This is an optimization exercise on Yosys and OpenROAD, whose aim is small area, not a production implementation.
In this exercise RTL edits were held to simulation tests only and were not proved equivalent to the original.
No activity file was given, so power comes from the tool's default toggle rates.

## sgd_top
module sgd_top (
    input  wire        clk,
    input  wire        rst_n,
    input  wire        start,
    input  wire [15:0] mini_batch_size,
    input  wire [15:0] number_of_samples,
    input  wire [15:0] number_of_epochs,
    input  wire [4:0]  step_shift,
    input  wire [31:0] sample_features,
    input  wire [31:0] sample_label,
    input  wire        sample_valid,
    output wire        sample_ready,
    output wire [31:0] x_out_data,
    output wire        x_out_valid,
    input  wire        x_out_ready,
    output wire        x_out_last,
    output wire        done
);
    reg  [4:0]  ph;           
    reg         insamp;       
    reg         dact;         
    reg         xz;           
    reg         gact, gupd;
    reg         xvalid, done_q;    
    reg  [1:0]  widx;
    reg  [15:0] mbs_r, ns_r, ec_r;    
    reg  [15:0] bc_r, sc_r;           
    reg  [4:0]  sh_r;
    reg         rl_s, rl_b;
    reg         bw_s, bw_b, one_s, one_b;
    reg  [31:0] x0, x1, x2, x3;
    reg  [31:0] g0, g1, g2, g3;
    reg  [31:0] fr;               
    reg         dl0;              
    reg  [15:0] dl16;             
    reg  [7:0]  dl8;
    reg  [3:0]  dl4;
    reg  [1:0]  dl2;
    reg         dl1;
    reg         sgn;              
    reg  [6:0]  lw;               
    reg  [5:0]  cd;               
    reg  [3:0]  cg0, cg1, cg2, cg3;
    wire p0  = ~|ph;
    wire p7  = (ph == 5'd7);
    wire p15 = (ph == 5'd15);
    wire p16 = (ph == 5'd16);
    wire p31 = &ph;
    wire [7:1] m;
    assign m[1] = (ph >= 5'd1);
    assign m[2] = (ph >= 5'd2);
    assign m[3] = (ph >= 5'd3);
    assign m[4] = (ph >= 5'd4);
    assign m[5] = (ph >= 5'd5);
    assign m[6] = (ph >= 5'd6);
    assign m[7] = (ph >= 5'd7);
    wire run = insamp | gact | xvalid;
    wire take_start = start & ~run;
    wire fend = p31 | take_start;
    wire d_on = p0 ? (insamp & sample_valid & ~xz & ~(gact & gupd)) : dact;
    wire [4:0] nsh = ~sh_r;
    wire dv16 = nsh[4] ? dl16[15] : dl0;
    wire dv8  = nsh[3] ? dl8[7]   : dv16;
    wire dv4  = nsh[2] ? dl4[3]   : dv8;
    wire dv2  = nsh[1] ? dl2[1]   : dv4;
    wire tapv = nsh[0] ? dl1      : dv2;
    wire [5:0] phs  = {1'b0, ph} + {1'b0, sh_r};
    wire       L    = phs[5] ? sgn : tapv;
  ...
For scale: ~1100 cells after synthesis, roughly 460 flip-flops, roughly 160 I/O pins, about 16000 µm² of cells after synthesis.
Settings: LEC_CHECK=0, CAP_MARGIN=20, CORE_MARGIN=2, CORE_UTILIZATION=80, SLEW_MARGIN=20; clock period 10.0 ns.
standard.sh (not shown) runs the stock make flow with config.mk's settings and CLKGATE_MAP_FILE= SYNTH_SCRIPT=/design/flow/synth_recipe.tcl, a recipe that flattens the netlist after the stock synthesis.
==> flow/flow/run.sh <==
#!/bin/bash
# The standard layout (standard.sh, all its steps), with these changes:
#  - synthesis is synth_recipe.tcl with ABC's logic mapping aimed at area
#    (synth_area.tcl, abc_area.script), and yosys synth's quick ABC pass
#    skipped (-noabc) so the full adders are extracted as written; the
#    registers, their names and cells are those of the standard synthesis;
#  - ports are buffered with sky130_fd_sc_hd__buf_1;
#  - the clock tree uses clkbuf_4 buffers in small clusters, no dummy loads.
# make's output goes to flow_make.log; ORFS's own logs are under orfs/logs.
set -euo pipefail
W="$(cd "$(dirname "$0")/.." && pwd)"
cd "$W"
export FLOW_WORK="$W"
export FLOW_ABC_SCRIPT="$W/flow/abc_area.script"
bash standard.sh \
  SYNTH_SCRIPT="$W/flow/synth_area.tcl" SYNTH_ARGS=-noabc \
  BUFFER_PORTS_ARGS="-buffer_cell sky130_fd_sc_hd__buf_1" \
  CTS_ARGS="-sink_clustering_enable -repair_clock_nets -dont_use_dummy_load -buf_list sky130_fd_sc_hd__clkbuf_4 -sink_clustering_size 10 -sink_clustering_max_diameter 30" \
  finish > "$W/flow_make.log" 2>&1
==> flow/flow/abc_area.script <==
&get -n
&st
&syn2
&dch -f
&nf -a -F 20 -A 20 -E 100
&put
mfs2 -a
&get -n
&st
&dch -f
&nf -a -F 20 -A 20 -E 100
&put
topo
stime -c
==> flow/flow/synth_area.tcl <==
# The standard synthesis (synth_recipe.tcl), with ABC's mapping of the
# logic aimed at area (abc_area.script beside this file) instead of delay.
# Registers, their names and their cells are those of the standard synthesis.
proc abc {args} {
  set i [lsearch -exact $args -script]
  if {$i >= 0} {
    lset args [expr {$i + 1}] $::env(FLOW_ABC_SCRIPT)
  }
  yosys abc {*}$args
}
source $::env(FLOW_WORK)/synth_recipe.tcl
Change:
--- a/flow/design.v
+++ b/flow/design.v
@@ -17,24 +17,24 @@
     input  wire        x_out_ready,
     output wire        x_out_last,
     output wire        done
 );
     reg  [4:0]  ph;           
     reg         insamp;       
     reg         dact;         
     reg         xz;           
-    reg         gact, gupd;
+    reg         gact, gupd, gfin;
     reg         xvalid, done_q;    
     reg  [1:0]  widx;
     reg  [15:0] mbs_r, ns_r, ec_r;    
     reg  [15:0] bc_r, sc_r;           
     reg  [4:0]  sh_r;
     reg         rl_s, rl_b;
-    reg         bw_s, bw_b, one_s, one_b;
+    reg         bw_s, bw_b, bw_e, one_s, one_b, one_e;
     reg  [31:0] x0, x1, x2, x3;
     reg  [31:0] g0, g1, g2, g3;
     reg  [31:0] fr;               
     reg         dl0;              
     reg  [15:0] dl16;             
     reg  [7:0]  dl8;
     reg  [3:0]  dl4;
     reg  [1:0]  dl2;
@@ -487,17 +487,17 @@
         g3 <= {~xz & (gact ? (~gupd & gn3) : g3[0]), g3[31:1]};
         x0 <= {xe0, x0[31:1]};
         if (!xvalid) begin
             x1 <= {xe1, x1[31:1]};
             x2 <= {xe2, x2[31:1]};
             x3 <= {xe3, x3[31:1]};
         end
     end
-    wire final_edge = gact & ~insamp & p31;
+    wire final_edge = gact & gfin & p31;
     wire xfer = xvalid & x_out_ready;
     always @(posedge clk) begin
         if (d_on & p31)
             fr <= sample_features;
         else if (final_edge)
             fr <= {xe0, x0[31:1]};
         else if (xfer)
             fr <= (widx == 2'd0) ? x1 : (widx == 2'd1) ? x2 : x3;
@@ -505,36 +505,38 @@
     wire cwin = d_on & ~ph[4];
     wire es   = rl_s ? ns_r[0] : sc_r[0];
     wire eb   = rl_b ? mbs_r[0] : bc_r[0];
     wire bws  = p0 | bw_s;
     wire bwb  = p0 | bw_b;
     wire os   = p0 ? es : (one_s & ~es);
     wire ob   = p0 ? eb : (one_b & ~eb);
     wire ewin = d_on & ph[4] & rl_s;
-    wire bwe  = p16 | bw_s;
-    wire oe   = p16 ? ec_r[0] : (one_s & ~ec_r[0]);
+    wire bwe  = p16 | bw_e;
+    wire oe   = p16 ? ec_r[0] : (one_e & ~ec_r[0]);
     wire fin_now = rl_s & oe;
     always @(posedge clk) begin
         if (take_start) begin
             mbs_r <= mini_batch_size;
             ns_r  <= number_of_samples;
             ec_r  <= number_of_epochs;
             sh_r  <= step_shift;
         end else begin
             mbs_r <= {mbs_r[0], mbs_r[15:1]};
             ns_r  <= {ns_r[0], ns_r[15:1]};
             ec_r  <= {ewin ? (ec_r[0] ^ bwe) : ec_r[0], ec_r[15:1]};
         end
         sc_r  <= {cwin ? (es ^ bws) : sc_r[0], sc_r[15:1]};
         bc_r  <= {cwin ? (eb ^ bwb) : bc_r[0], bc_r[15:1]};
-        bw_s  <= ph[4] ? (bwe & ~ec_r[0]) : (bws & ~es);
+        bw_s  <= bws & ~es;
         bw_b  <= bwb & ~eb;
-        one_s <= ph[4] ? oe : os;
+        bw_e  <= bwe & ~ec_r[0];
+        one_s <= os;
         one_b <= ob;
+        one_e <= oe;
     end
     always @(posedge clk) begin
         if (!rst_n) begin
             ph      <= 5'd0;
             insamp  <= 1'b0;
             dact    <= 1'b0;
             gact    <= 1'b0;
             xvalid  <= 1'b0;
@@ -570,16 +572,17 @@
             if (p31) xz <= 1'b0;
             if (cwin & p15) begin
                 rl_s    <= os;
                 rl_b    <= os | ob;
             end
         end
         if (p31) begin
             gupd   <= rl_b;
+            gfin   <= fin_now;
         end
         if (final_edge) widx <= 2'd0;
         else if (xfer) widx <= widx + 2'd1;
     end
     assign sample_ready = dact & p31;
     assign x_out_data   = fr;
     assign x_out_valid  = xvalid;
     assign x_out_last   = (widx == 2'd3);
After rerunning: Final cell count goes up by 0.43%; cell area goes up by 0.46%; clock-buffer cell count goes up by 6; setup slack is worse by 0.076 ns; combinational power stays flat; via count goes up by 0.85%; register-to-register slack is worse by 0.08 ns; first-iteration DRC count goes up by 15%; global-route usage goes up by 0.74 points; area after synthesis is about the same; die area is about the same; routed wire length goes up by 0.96%.

port drivers added, routing unchanged:
The results above use ideal ports. As a check the final layouts listed here were re-extracted and re-timed, cells and wires unchanged.
Step 1 sets driving cells, clkbuf_16 on the clock port and buf_2 on the other inputs (assumed; they add their load-dependent delay and slew).
Step 2 times the ports against the registers' clock, not the clock port: input delays grow and output delays shrink by t, the midpoint of the rising clock arrivals with the driver on.
a / b / c = ideal ports / drivers / drivers and shift; a / b = the first two.
run | t (ns) | setup WS [ns] | worst hold slack (ns)
the first run | 0.736 | 3.523 / 3.523 / 3.421 | 0.283 / 0.283 / 0.283
the second run | 0.713 | 3.447 / 3.447 / 3.312 | 0.290 / 0.290 / 0.290
After both steps setup and hold are still met in every run listed. For the second run, which loses most, drivers alone change the setup slack by 0.000 ns; drivers and shift together by -0.135 ns.
